This design comes from an exercise in tuning for small area on the open sky130 flow, not from production work. In this exercise RTL edits were held to simulation tests only and were not proved equivalent to the original.

==> flow/design.v <==
`default_nettype none
module conv_mac #(
    parameter int N            = 16,
    parameter int RESULT_SCALE = 2
) (
    input  logic                             clk_i,
    input  logic                             rst_ni,
    input  logic                             en_i,
    input  logic signed [N-1:0]              value_i,
    input  logic signed [N-1:0]              mult_i,
    input  logic signed [RESULT_SCALE*N-1:0] add_i,
    output logic signed [RESULT_SCALE*N-1:0] mac_o
);
    localparam int c_RW = RESULT_SCALE * N;
    logic signed [c_RW-1:0] w_value;
    logic signed [c_RW-1:0] w_mult;
    logic signed [c_RW-1:0] w_prod;
    logic signed [c_RW-1:0] r_mac;
    assign w_value = $signed({{(c_RW-N){value_i[N-1]}}, value_i});
    assign w_mult  = $signed({{(c_RW-N){mult_i[N-1]}}, mult_i});
    assign w_prod  = w_value * w_mult;
    always_ff @(posedge clk_i or negedge rst_ni) begin
        if (!rst_ni) begin
            r_mac <= '0;
        end else if (en_i) begin
            r_mac <= w_prod + add_i;
        end
    end
    assign mac_o = r_mac;
endmodule
`default_nettype wire
`default_nettype none
module stream_convolver #(
    parameter int MaxMatrixSize = 16,
    parameter int KernelSize    = 3,
    parameter int N             = 16
) (
    input  logic                             clk_i,
    input  logic                             rst_ni,
    input  logic                             en_i,
    input  logic signed [N-1:0]              data_i,
    input  logic        [5:0]                stride_i,
    input  logic        [13:0]               matrix_size_i,
    input  logic [KernelSize*KernelSize*N-1:0] weights_i,   
    output logic signed [2*N-1:0]            conv_o,
    output logic                             valid_conv_o,
    output logic                             end_conv_o
);
    localparam int RESULT_SCALE = 2;    
    localparam int MSIZE_W      = 14;
    localparam int STRIDE_W     = 6;
    localparam int c_TAPS  = KernelSize * KernelSize;
    localparam int c_RW    = RESULT_SCALE * N;
    localparam int c_DEPTH = MaxMatrixSize - KernelSize;
    localparam int c_SW    = (MaxMatrixSize - KernelSize + 1 > 1)
                             ? $clog2(MaxMatrixSize - KernelSize + 1) : 1;
    localparam logic [MSIZE_W-1:0] c_KM1 = MSIZE_W'(KernelSize - 1);
    localparam logic [MSIZE_W-1:0] c_K   = MSIZE_W'(KernelSize);
    logic                   r_started;
    logic [MSIZE_W-1:0]     r_msize;
    logic [STRIDE_W-1:0]    r_stride;
    logic [MSIZE_W-1:0]     r_row;
    logic [MSIZE_W-1:0]     r_col;
    logic [STRIDE_W-1:0]    r_row_ph;
    logic [STRIDE_W-1:0]    r_col_ph;
    logic                   r_valid;
    logic                   r_end;
    logic                   w_acc;
    logic [MSIZE_W-1:0]     w_msize;
    logic [STRIDE_W-1:0]    w_stride;
    logic [STRIDE_W-1:0]    w_stride_m1;
    logic                   w_last_col;
    logic                   w_last_row;
    logic                   w_row_in;
    logic                   w_col_in;
    logic                   w_win;
    logic [c_SW-1:0]        w_dsel;
    logic signed [c_RW-1:0] w_tap_in  [c_TAPS];
    logic signed [c_RW-1:0] w_tap_out [c_TAPS];
    logic signed [c_RW-1:0] w_dly_out [KernelSize-1];
    assign w_acc = en_i & ~r_end;
    assign w_msize     = r_started ? r_msize : matrix_size_i;
    assign w_stride    = r_started ? r_stride
                                   : ((stride_i == '0) ? STRIDE_W'(1) : stride_i);
    assign w_stride_m1 = w_stride - STRIDE_W'(1);
    always_ff @(posedge clk_i or negedge rst_ni) begin
        if (!rst_ni) begin
            r_started <= 1'b0;
            r_msize   <= '0;
            r_stride  <= '0;
        end else if (w_acc && !r_started) begin
            r_started <= 1'b1;
            r_msize   <= w_msize;
            r_stride  <= w_stride;
        end
    end
    assign w_last_col = (r_col == w_msize - MSIZE_W'(1));
    assign w_last_row = (r_row == w_msize - MSIZE_W'(1));
    assign w_row_in   = (r_row >= c_KM1);
    assign w_col_in   = (r_col >= c_KM1);
    assign w_win      = w_row_in & w_col_in & (r_row_ph == '0) & (r_col_ph == '0);
    always_ff @(posedge clk_i or negedge rst_ni) begin
        if (!rst_ni) begin
            r_row    <= '0;
            r_col    <= '0;
            r_row_ph <= '0;
            r_col_ph <= '0;
            r_valid  <= 1'b0;
            r_end    <= 1'b0;
        end else begin
            r_valid <= w_acc & w_win;
            if (w_acc) begin
                if (w_last_row && w_last_col) begin
                    r_end <= 1'b1;
                end
                if (w_last_col) begin
                    r_col    <= '0;
                    r_col_ph <= '0;
                    r_row    <= r_row + MSIZE_W'(1);
                    if (!w_row_in || (r_row_ph == w_stride_m1)) begin
                        r_row_ph <= '0;
                    end else begin
                        r_row_ph <= r_row_ph + STRIDE_W'(1);
                    end
                end else begin
                    r_col <= r_col + MSIZE_W'(1);
                    if (!w_col_in || (r_col_ph == w_stride_m1)) begin
                        r_col_ph <= '0;
                    end else begin
                        r_col_ph <= r_col_ph + STRIDE_W'(1);
                    end
                end
            end
        end
    end
    for (genvar k = 0; k < c_TAPS; k++) begin : g_tap
        if (k == 0) begin : g_head
            assign w_tap_in[k] = '0;
        end else if ((k % KernelSize) == 0) begin : g_row_start
            assign w_tap_in[k] = w_dly_out[(k / KernelSize) - 1];
        end else begin : g_inner
            assign w_tap_in[k] = w_tap_out[k-1];
        end
        conv_mac #(
            .N            (N),
            .RESULT_SCALE (RESULT_SCALE)
        ) u_mac (
            .clk_i   (clk_i),
            .rst_ni  (rst_ni),
            .en_i    (w_acc),
            .value_i (data_i),
            .mult_i  (weights_i[k*N +: N]),
            .add_i   (w_tap_in[k]),
            .mac_o   (w_tap_out[k])
        );
    end
    assign w_dsel = c_SW'(w_msize - c_K);
    for (genvar r = 0; r < KernelSize - 1; r++) begin : g_row_dly
        if (c_DEPTH > 0) begin : g_line
            logic signed [c_RW-1:0] r_line [c_DEPTH];
            logic signed [c_RW-1:0] w_sel;
            always_ff @(posedge clk_i or negedge rst_ni) begin
                if (!rst_ni) begin
                    for (int i = 0; i < c_DEPTH; i++) begin
                        r_line[i] <= '0;
                    end
                end else if (w_acc) begin
                    r_line[0] <= w_tap_out[r*KernelSize + KernelSize - 1];
                    for (int i = 1; i < c_DEPTH; i++) begin
                        r_line[i] <= r_line[i-1];
                    end
                end
            end
            always_comb begin
                w_sel = w_tap_out[r*KernelSize + KernelSize - 1];
                for (int i = 0; i < c_DEPTH; i++) begin
                    if (w_dsel == c_SW'(i + 1)) begin
                        w_sel = r_line[i];
                    end
                end
            end
            assign w_dly_out[r] = w_sel;
        end else begin : g_direct
            assign w_dly_out[r] = w_tap_out[r*KernelSize + KernelSize - 1];
        end
    end
    assign conv_o       = w_tap_out[c_TAPS-1];
    assign valid_conv_o = r_valid;
    assign end_conv_o   = r_end;
endmodule
`default_nettype wire
==> flow/run.sh <==
#!/bin/bash
# synth_recipe.tcl (not shown) runs the flow's synth.tcl, then flattens the netlist and writes it again
# the make line also repeats each setting of config.mk as NAME=value (left out here)
make -C /OpenROAD-flow-scripts/flow DESIGN_CONFIG=/design/flow/config.mk WORK_HOME=/design/flow/orfs CLKGATE_MAP_FILE= SYNTH_SCRIPT=/design/flow/synth_recipe.tcl finish
==> flow/config.mk <==
export PLATFORM = sky130hd
export DESIGN_NAME = stream_convolver
export DESIGN_NICKNAME = stream_convolver
export VERILOG_FILES = /design/flow/design.v
export SDC_FILE = /design/flow/constraint.sdc
export NUM_CORES = 4
export LEC_CHECK = 0
export CAP_MARGIN = 20
export CORE_MARGIN = 2
export CORE_UTILIZATION = 40
export SLEW_MARGIN = 20
==> flow/constraint.sdc <==
create_clock -name core_clock -period 10.0 [get_ports {clk_i}]
set_input_delay 2.0000 -clock core_clock [delete_from_list [all_inputs] [get_ports {clk_i}]]
set_output_delay 2.0000 -clock core_clock [all_outputs]
set_load 0.01 [all_outputs]
==> impl_metrics.yaml <==
place:
  pre_cts_ws_ns: -0.236
  placed_area_sq_um: 156000
  io_buffers: 216
  post-dp-hpwl_um: 318000
  gp_congestion: 0.894
clocking:
  cts_hold_buf: 0
  cts_tree: "built"
  postCtsSetupBuffers: 0
  cts_max_level: 4
  numCtsBuffers: 147
  cts_root_buf: "clkbuf_16"
  clock_latency_ns: 0.83
  ctsResizeCount: 0
  cts.sinks: 1183
  path_clk_slew_ns: 0.06
  cts_buffer_depth: 4
grt:
  antenna_found_initial: 36
  met1_usage: 0.311
  grt_max_degree: 219
  grt_pass1_wl_um: 655000
  globalRouteOverflowTotal: 0
  busiest_layer: "met2"
  track_usage: 0.225
  grt_pass1_vias: 111000
  use_met3: 0.0292
  use_met2: 0.371
synthesis:
  yosys_register_bits: 1183
  async_flop_share: 1.00
  avgSynthCellArea_sq_um: 9.15
  syn_area_sq_um: 146000
  synth_top_area_cell: "fa_1"
  synth-edff-count: 0
  ys_top_cells_by_count: "nand2_1 (4,194), fa_1 (2,598), inv_1 (2,565)"
  yosysTopAreaCellShare: 0.357
  ys_seq_area_frac: 0.203
  yosys_warnings: 11
  synth.distinct_cells: 88
  ys.flop_type: "dfrtp_1"
  netlist_instances: 15900
  synth_top_cells_by_area: "fa_1 (36%), dfrtp_1 (20%), nand2_1 (11%)"
  syn_nets: 19600
  post-synth-top-count-cell: "nand2_1"
timing:
  rsz0062_at_grt: "no"
  fin_crit_sh: 0.942
  skew_ns: 0.0555
  clock.fmax_ghz: 0.106
  setup_viol: 0
  worst_pin_slew_ns: 1.06
  fin_ws_ns: 0.579
  timing.hold.ws_ns: 0.453
  fin_crit_ns: 9.42
  final-hold-violation-count: 0
  timing.slew.headroom: 0.292
  drv_slew: 0
cells_and_area:
  final_area_sq_um: 161000
  final_nets: 19700
  post_route_cells_drive_above_1_share: 0.0563
  area_growth_pct: 10.5
hold_path:
  hp-class: "flop to flop"
  worstHoldStart: "g_row_dly[0].g_line.r_line[0][21]$_DFFE_PN0P_"
flow_run:
  cap_violations: 0
setup_path:
  worst_path_dominant_cell_family: "compound AO/OA/AOI/OAI gates"
  critPathLaunchType: "primary input"
  worstSetupStartpoint: "matrix_size_i[1]"
  critical_path.max_stage_delay_ns: 0.52
  critPathKind: "primary input to flop"
  timing.rr.start: "r_started$_DFFE_PN0P_"
  cpMaxStageDelayCell: "a211oi_1"
  required_ns: 10.75
  cp.arrival_ns: 10.17
  path_buf_inv: 8
  cp_max_fo: 14
  cp-end-kind: "flop"
floorplan:
  initial_core_util: 0.402
  core_area_sq_um: 363000
  num_rows: 221
  fp.dieW_um: 608
  io_pins: 217
  dieArea_sq_um: 370000
  fp.dieH_um: 608
detailed_routing:
  wl_per_cell_um: 19.4
  drt_iter0_markers: 7381
  drc: 0
  firstDrtPassIters: 6
  viasPerCell: 5.08
  antenna_left: 0
  totalWireLength_um: 408000
  vias: 107000
outcome:
  status: "no timing/DRC/antenna violations"
==> per-layer routing <==
layer / vias to the layer above / wire length (um) / share of wire
li1: 48900 / - / -
met1: 54800 / 180000 / 0.44
met2: 2533 / 194000 / 0.48
met3: 537 / 21400 / 0.052
met4: 18 / 12500 / 0.031
met5: - / 423 / 0.0010
==> final timing paths <==
kind / end / slack (ns) / depth (start not counted)
hold / removal: g_row_dly[0].g_line.r_line[1][21]$_DFFE_PN0P_ / 0.45 / 2
setup / recovery: g_tap[3].u_mac.r_mac[28]$_DFFE_PN0P_ / 0.58 / 34
setup reg to reg: g_tap[3].u_mac.r_mac[28]$_DFFE_PN0P_ / 1.53 / 31
max in group asynchronous: g_tap[1].u_mac.r_mac[31]$_DFFE_PN0P_ / 6.51 / 3
hold reg to reg: g_row_dly[0].g_line.r_line[1][21]$_DFFE_PN0P_ / 0.45 / 2
min in group asynchronous: g_tap[8].u_mac.r_mac[4]$_DFFE_PN0P_ / 1.08 / 1
==> area by class of cell <==
type	instances	area, sq um
antenna	22	55.1
clock buffer	195	4130
clock inverter	67	840
fill	35100	202000
inverter	2565	9630
multi-input combinational	11400	104000
sequential	1183	29600
tap	4794	6000
timing repair buffer	789	7260
==> placed cells by master (no fill, tap or decap), types with 148 or more instances in the layout <==
cell	Yosys	routed
a211oi_1	218	218
a21oi_1	240	240
a221o_1	185	185
and2_1	916	916
buf_4	1	513
clkbuf_16	0	148
clkdlybuf4s50_1	0	199
dfrtp_1	1183	1182
fa_1	2598	2598
ha_1	879	879
inv_1	2565	2565
nand2_1	4194	4192
nand2b_1	177	176
nor2_1	274	270
o21ai_0	359	359
xnor2_1	276	276
xor2_1	152	152
==> through the flow <==
stage | utilization | instances | setup TNS, ns
after global placement | 0.431 | 20700 | -1.56
after global routing | 0.444 | 21000 | 0
after detailed placement | 0.431 | 20700 | -2.19
after floorplan | - | 15900 | 0
after CTS | 0.444 | 21000 | 0
final | 0.444 | 21000 | 0
==> sequential cells by signal, indices dropped and copies added, names as in the netlist <==
name / count
r_end: 1
r_row: 14
r_msize: 14
r_col_ph: 6
g_row_dly.g_line.r_line: 832
r_col: 14
r_started: 1
r_stride: 6
r_valid: 1
g_tap.u_mac.r_mac: 288
r_row_ph: 6
==> cell families after synthesis <==
kind of cell	after synthesis	share of synthesized area
AO/OA/AOI/OAI	1458	0.0685
buffers and inverters	3362	0.0868
flip-flops	1183	0.203
AND/OR/NAND/NOR	5920	0.176
multiplexers	109	0.00771
XOR/XNOR	429	0.0258
adder cells (fa/ha/maj)	3477	0.432
==> tightest hold or removal path, stage by stage, from the launching register on <==
cell	delay [ns]
dfrtp_1	0.37
nand2_1	0.06
nand2_1	0.05

==> separate check: timing with driven ports <==
No port has a modelled driver above. Below, the same layout with a new extraction and two added sets of constraints.
Step 1 (the two cells are an assumption about what drives the block):
set clk [get_ports {clk_i}]
set_driving_cell -lib_cell sky130_fd_sc_hd__clkbuf_16 $clk
set_driving_cell -lib_cell sky130_fd_sc_hd__buf_2 [delete_from_list [all_inputs] $clk]
Step 2 moves the port delays by t, midway between the first and last clock arrival at a register: inputs arrive t later, outputs are due t later. That takes back most of the time a late clock gives input paths.
a / b / c = no drivers / after step 1 / after step 2; a / b = the first two.
t, ns: 0.905
setup WS [ns]: 0.579 / 0.590 / -0.316
cell pins on the clock port's net: 1
With both steps, setup timing fails in this run, where it was met with ideal ports. For this run, drivers alone change the setup slack by +0.011 ns; drivers and shift together by -0.895 ns.
